What follows belongs to an exercise in optimizing a design on an open flow for small area, a short achievable clock period and few clock cycles per item; a production flow would make more cautious choices.
At most, simulation tests tie the RTL to the original design; equivalence was not proved.
No activity file was given, so power comes from the tool's default toggle rates.

// mapu_nxn
module mapu_nxn
#(
  parameter int DATA_WIDTH = 16,
  parameter int N          = 4,
  parameter int SATURATE   = 0
) (
  input  logic                     clk,
  input  logic                     reset_n,
  input  logic                     i_en,
  input  logic [1:0]               i_op,
  output logic                     o_of,
  input  logic                     i_vld,
  output logic                     o_rdy,
  input  logic [N*DATA_WIDTH-1:0]  i_row,
  output logic                     o_vld,
  input  logic                     i_rdy,
  output logic [N*DATA_WIDTH-1:0]  o_row
);
Size: roughly 3900 cells after synthesis, ~610 flip-flops, about 140 I/O pins, about 41000 um2 of cells after synthesis.
Settings: LEC_CHECK=0, CAP_MARGIN=20, CORE_MARGIN=2, CORE_UTILIZATION=40, SLEW_MARGIN=20; clock period 16.0 ns.
standard.sh (not shown) runs the stock make flow with config.mk's settings and CLKGATE_MAP_FILE= SYNTH_SCRIPT=/design/flow/synth_recipe.tcl, a recipe that flattens the netlist after the stock synthesis.
==> flow/flow/run.sh <==
#!/bin/bash
# Standard ORFS layout (the standard.sh) with two changes: repair_timing aims at a setup
# margin of 11 ns under the design's SDC, and the port buffers are buf_2 cells.
bash standard.sh SETUP_SLACK_MARGIN=11 "BUFFER_PORTS_ARGS=-buffer_cell sky130_fd_sc_hd__buf_2" finish > standard.log 2>&1
Testbench counts at the start, summed over its fixed seeds: cycles 4,129, ops 384.
Then changed:
--- a/flow/design.v
+++ b/flow/design.v
@@ -425,37 +425,36 @@
   parameter int DATA_WIDTH = 16,
   parameter int N          = 4,
   parameter int SATURATE   = 0
 ) (
   input  logic                      mul,
   input  logic                      sub,
   input  logic [DATA_WIDTH-1:0]     a,
   input  logic [N*DATA_WIDTH-1:0]   b_row,
   input  logic [N*DATA_WIDTH-1:0]   acc_row,
   output logic [N*DATA_WIDTH-1:0]   res_row,
-  output logic                      of
+  output logic [N-1:0]              lane_of
 );
   localparam int DW = DATA_WIDTH;
-  logic [N-1:0] carry, h, lane_of;
+  logic [N-1:0] carry, h;
   for (genvar c = 0; c < N; c++) begin : g_lane
     mapu_nxn_mac_lane u_lane (
       .a     (a),
       .b     (b_row[c*DW +: DW]),
       .acc   (acc_row[c*DW +: DW]),
       .cin   (sub),
       .sum   (res_row[c*DW +: DW]),
       .carry (carry[c]),
       .h     (h[c])
     );
-    assign lane_of[c] = sub ? ~carry[c] : (carry[c] | h[c]);
+    assign lane_of[c] = (carry[c] ^ sub) | h[c];
   end
-  assign of = |lane_of;
 endmodule
 import mapu_nxn_pkg::*;
 module mapu_nxn
 #(
   parameter int DATA_WIDTH = 16,
   parameter int N          = 4,
   parameter int SATURATE   = 0
 ) (
   input  logic                     clk,
   input  logic                     reset_n,
@@ -473,47 +472,53 @@
   localparam int RW = N * DW;
   localparam int IW = $clog2(N);
   localparam logic [IW-1:0] LAST = IW'(N - 1);
   logic [RW-1:0] a_q [N];
   logic [RW-1:0] c_q [N];
   logic [RW-1:0] r_q;
   logic [DW-1:0] ae_q;        
   logic          selc_q;      
   logic          sela_q;      
   logic          sub_q;       
-  logic          of_q;
+  logic [N-1:0]  of_q;        
   logic [IW:0]   in_cnt_q, in_cnt_d;    
   logic [1:0]    in_op_q, in_op_d;
   logic          r_vld_q, r_vld_d;
   logic [IW-1:0] r_k_q, r_k_d;
   logic [1:0]    r_op_q, r_op_d;
   logic [IW-1:0] pass_q, pass_d;        
   logic          t_pend_q, t_pend_d;    
   logic          c_own_q, c_own_d;      
   logic          c_vld_q, c_vld_d;      
   logic [IW-1:0] out_q, out_d;
   logic          rdy_q, rdy_d;
   logic in_a, take, deliver, c_free, step, copy, r_mul, r_last, op_done, a_shift;
+  logic take_dp, shift_dp, c_free_dp, step_dp, copy_dp;
   logic [RW-1:0] a_head_d;
   logic [RW-1:0] acc_row;
   logic [RW-1:0] alu_row;
-  logic          alu_of;
+  logic [N-1:0]  alu_of;
   assign in_a    = ~in_cnt_q[IW];
   assign r_mul   = (r_op_q == OP_ENC_MUL);
   assign r_last  = ~r_mul | (pass_q == LAST);
   assign take    = i_en & i_vld & rdy_q;
   assign deliver = i_en & c_vld_q & i_rdy;
   assign c_free  = ~c_vld_q | (deliver & (out_q == LAST));
   assign step    = r_vld_q & (c_own_q | c_free);
   assign copy    = t_pend_q & c_free;
   assign op_done = step & r_last & (r_k_q == LAST);
   assign a_shift = (take & in_a) | step;
+  assign take_dp   = i_vld & rdy_q;
+  assign shift_dp  = c_vld_q & i_rdy;
+  assign c_free_dp = ~c_vld_q | (i_rdy & (out_q == LAST));
+  assign step_dp   = r_vld_q & (c_own_q | c_free_dp);
+  assign copy_dp   = t_pend_q & c_free_dp;
   always_comb begin
     in_cnt_d = in_cnt_q;
     in_op_d  = in_op_q;
     r_vld_d  = r_vld_q;
     r_k_d    = r_k_q;
     r_op_d   = r_op_q;
     pass_d   = pass_q;
     t_pend_d = t_pend_q;
     c_own_d  = c_own_q;
     c_vld_d  = c_vld_q;
@@ -573,43 +578,43 @@
     .DATA_WIDTH (DATA_WIDTH),
     .N          (N),
     .SATURATE   (SATURATE)
   ) u_row_unit (
     .mul     (r_mul),
     .sub     (sub_q),
     .a       (ae_q),
     .b_row   (r_q),
     .acc_row (acc_row),
     .res_row (alu_row),
-    .of      (alu_of)
+    .lane_of (alu_of)
   );
   always_ff @(posedge clk) begin
-    if (a_shift) begin
+    if ((take_dp & in_a) | step_dp) begin
       for (int j = 0; j < N - 1; j++) a_q[j] <= a_q[j+1];
-      a_q[N-1] <= (take & in_a) ? i_row : a_q[0];
+      a_q[N-1] <= (take_dp & in_a) ? i_row : a_q[0];
     end
-    if (take & ~in_a) r_q <= (in_op_q == OP_ENC_SUB) ? ~i_row : i_row;
+    if (take_dp & ~in_a) r_q <= (in_op_q == OP_ENC_SUB) ? ~i_row : i_row;
     ae_q   <= (r_op_d == OP_ENC_MUL) ? a_head_d[r_k_d*DW +: DW] : DW'(1);
     selc_q <= (r_op_d == OP_ENC_MUL) & (r_k_d != '0);
     sela_q <= (r_op_d != OP_ENC_MUL);
     sub_q  <= (r_op_d == OP_ENC_SUB);
-    if (copy) begin
+    if (copy_dp) begin
       for (int j = 0; j < N; j++)
         for (int c = 0; c < N; c++)
           c_q[j][c*DW +: DW] <= a_q[c][j*DW +: DW];
-      of_q <= 1'b0;
+      of_q <= '0;
     end else begin
-      if (step | deliver) begin
+      if (step_dp | shift_dp) begin
         for (int j = 0; j < N - 1; j++) c_q[j] <= c_q[j+1];
         c_q[N-1] <= alu_row;
       end
-      if (step) of_q <= ((r_k_q == '0) & (pass_q == '0) ? 1'b0 : of_q) | alu_of;
+      if (step_dp) of_q <= ((r_k_q == '0) & (pass_q == '0) ? '0 : of_q) | alu_of;
     end
   end
   always_ff @(posedge clk or negedge reset_n) begin
     if (!reset_n) begin
       in_cnt_q <= '0;
       in_op_q  <= OP_ENC_ADD;
       r_vld_q  <= 1'b0;
       r_k_q    <= '0;
       r_op_q   <= OP_ENC_ADD;
       pass_q   <= '0;
@@ -628,12 +633,12 @@
       t_pend_q <= t_pend_d;
       c_own_q  <= c_own_d;
       c_vld_q  <= c_vld_d;
       out_q    <= out_d;
       rdy_q    <= rdy_d;
     end
   end
   assign o_rdy = rdy_q;
   assign o_vld = c_vld_q;
   assign o_row = c_q[0];
-  assign o_of  = of_q;
+  assign o_of  = |of_q;
 endmodule
Maximum frequency is higher by 3.0%.
Worst setup slack gets better by 160 ps.
Sequential power went up by about 9%.
Flip-flop and latch count is higher by 3.
Wire length shrinks by 3.4%.
Total power came out higher by 46%.
Synthesized cell count increases by 0.49%.
Final area rose by 1.9%.
Die area is higher by 1.8%.
Final cell count barely changes.
Combinational power is higher by 100%.
No functional check of the RTL was part of the second run of this note.

* * *

main:
Another version of the RTL of mapu_nxn (not shown whole).
Size in the first run: ~3600 cells after synthesis, roughly 140 I/O pins.
// mapu_nxn
module mapu_nxn
#(
  parameter int DATA_WIDTH = 16,
  parameter int N          = 4,
  parameter int SATURATE   = 0
) (
  input  logic                     clk,
  input  logic                     reset_n,
  input  logic                     i_en,
  input  logic [1:0]               i_op,
  output logic                     o_of,
  input  logic                     i_vld,
  output logic                     o_rdy,
  input  logic [N*DATA_WIDTH-1:0]  i_row,
  output logic                     o_vld,
  input  logic                     i_rdy,
  output logic [N*DATA_WIDTH-1:0]  o_row
);
Settings: LEC_CHECK=0, CAP_MARGIN=20, CORE_MARGIN=2, CORE_UTILIZATION=60, SLEW_MARGIN=20; clock period 16.0 ns.
Scripts as last shown in full above: flow/flow/run.sh
Relative to main, the following input files were edited for the feature branch:
--- a/flow/design.v
+++ b/flow/design.v
@@ -593,18 +593,17 @@
   logic [1:0]    r_op_q, r_op_d;
   logic [IW-1:0] pass_q, pass_d;        
   logic          t_pend_q, t_pend_d;    
   logic          c_own_q, c_own_d;      
   logic          c_vld_q, c_vld_d;      
   logic [IW-1:0] out_q, out_d;
   logic          rdy_q, rdy_d;
   logic in_a, take, deliver, c_free, step, copy, r_mul, r_last, op_done, a_shift;
-  logic take_dp, shift_dp, c_free_dp, step_dp, copy_dp, c_en_dp, a_en_dp;
-  logic c_en1, c_en0, copy1, copy0, a_en1, a_en0;
+  logic take_dp, shift_dp, c_free_dp, step_dp, copy_dp;
   logic [DW-1:0] ae_r0, ae_r1, ae_t0, ae_t1;
   logic [RW-1:0] acc_row;
   logic [RW-1:0] a_col;
   logic [RW-1:0] alu_row;
   logic [N-1:0]  alu_cout, alu_of1, alu_of0, of_keep;
   assign in_a    = ~in_cnt_q[IW];
   assign r_mul   = (r_op_q == OP_ENC_MUL);
   assign r_last  = ~r_mul | (pass_q == LAST);
@@ -615,24 +614,16 @@
   assign copy    = t_pend_q & c_free;
   assign op_done = step & r_last & (r_k_q == LAST);
   assign a_shift = (take_dp & in_a) | step_dp;
   assign take_dp   = i_vld & rdy_q;
   assign shift_dp  = c_vld_q & i_rdy;
   assign c_free_dp = ~c_vld_q | (i_rdy & (out_q == LAST));
   assign step_dp   = r_vld_q & (c_own_q | c_free_dp);
   assign copy_dp   = t_pend_q & c_free_dp;
-  assign c_en1   = c_vld_q | r_vld_q | t_pend_q;
-  assign c_en0   = ~c_vld_q & (r_vld_q | t_pend_q) | (r_vld_q & c_own_q);
-  assign copy1   = t_pend_q & (~c_vld_q | (out_q == LAST));
-  assign copy0   = t_pend_q & ~c_vld_q;
-  assign a_en1   = r_vld_q & (c_own_q | ~c_vld_q | (out_q == LAST));
-  assign a_en0   = r_vld_q & (c_own_q | ~c_vld_q);
-  assign c_en_dp = i_rdy ? c_en1 : c_en0;
-  assign a_en_dp = (take_dp & in_a) | (i_rdy ? a_en1 : a_en0);
   always_comb begin
     in_cnt_d = in_cnt_q;
     in_op_d  = in_op_q;
     r_vld_d  = r_vld_q;
     r_k_d    = r_k_q;
     r_op_d   = r_op_q;
     pass_d   = pass_q;
     t_pend_d = t_pend_q;
@@ -710,34 +701,34 @@
     .b_row   (r_q),
     .acc_row (acc_row),
     .res_row (alu_row),
     .cout    (alu_cout),
     .of_c1   (alu_of1),
     .of_c0   (alu_of0)
   );
   always_ff @(posedge clk) begin
-    if (a_en_dp) begin
+    if ((take_dp & in_a) | step_dp) begin
       for (int j = 0; j < N - 1; j++) a_q[j] <= a_q[j+1];
       a_q[N-1] <= (take_dp & in_a) ? i_row : a_q[0];
     end
     if (take_dp & ~in_a) r_q <= (in_op_q == OP_ENC_SUB) ? ~i_row : i_row;
     for (int c = 0; c < N; c++)
       ae_q[c] <= (take_dp & ~in_a) ? ((in_op_q == OP_ENC_MUL) ? (r_vld_q ? ae_t1 : ae_t0) : DW'(1)) :
                  t_pend_d ? '0 :
                  r_mul ? (a_shift ? ae_r1 : ae_r0) :
                  r_vld_d ? DW'(1) : DW'(c);
     selc_q  <= ~t_pend_d & (r_op_d == OP_ENC_MUL) & (r_k_d != '0);
     sela_q  <= ~t_pend_d & (r_op_d != OP_ENC_MUL);
     sub_q   <= ~t_pend_d & (r_op_d == OP_ENC_SUB);
     selt_q  <= t_pend_d;
-    if (c_en_dp) begin
+    if (copy_dp | step_dp | shift_dp) begin
       for (int j = 0; j < N - 1; j++)
         for (int c = 0; c < N; c++)
-          c_q[j][c*DW +: DW] <= (i_rdy ? copy1 : copy0) ? a_q[c][j*DW +: DW] : c_q[j+1][c*DW +: DW];
+          c_q[j][c*DW +: DW] <= copy_dp ? a_q[c][j*DW +: DW] : c_q[j+1][c*DW +: DW];
       c_q[N-1] <= alu_row;
     end
     if (copy_dp) of_q <= '0;
     else begin
       if (step_dp)
         for (int c = 0; c < N; c++)
           of_q[c] <= alu_cout[c] ? (of_keep[c] | alu_of1[c]) : (of_keep[c] | alu_of0[c]);
     end
### Flow results
Diff main..the feature branch | number of H-tree levels | unchanged
Final cycle utilization of the critical path delta for the feature branch relative to main: 2.6 points higher
From main to the feature branch the numbers moved as follows: fraction of area in multi-input gates fell 0.16 points, clock distribution area overhead in the final layout decreased by 0.31 points relative to the old numbers, starting density of the core barely changed, timing-limited maximum frequency lower.
In the feature branch, the overall power after layout came out 8.9% below the value in main.
No functional check of the RTL was part of any run of this note.

port drivers added, routing unchanged:
No port has a modelled driver above. Below, the same layouts with a new extraction and two added sets of constraints.
Step 1, drivers: a clkbuf_16 drives clk and a buf_2 each remaining input, both assumed.
Step 2, shift: input delay + t, output delay - t, t = (earliest + latest rising clock arrival at the registers) / 2. This alone moves slack from input paths to output paths.
Three values: no drivers, after step 1, after step 2; two values: the first two.
run | t (ns) | setup WS [ns] | worst hold slack (ns) | worst setup path after step 2 | worst slew at a driven data input, ns
the first run of note 1 | 0.696 | 10.555 / 10.555 / 10.272 | 0.438 / 0.438 / 0.438 | input to register | 0.04
the second run of note 1 | 0.692 | 10.715 / 10.715 / 10.288 | 0.443 / 0.443 / 0.443 | input to register | 0.06
main | 0.695 | 10.984 / 10.948 / 10.414 | 0.433 / 0.433 / 0.433 | input to register | 0.07
the feature branch | 0.683 | 10.570 / 10.570 / 10.368 | 0.433 / 0.433 / 0.433 | input to register | 0.16
After both steps setup and hold are still met in every run listed. The setup slack of main, which loses most, moves by -0.036 ns with the drivers and by -0.570 ns with both steps.
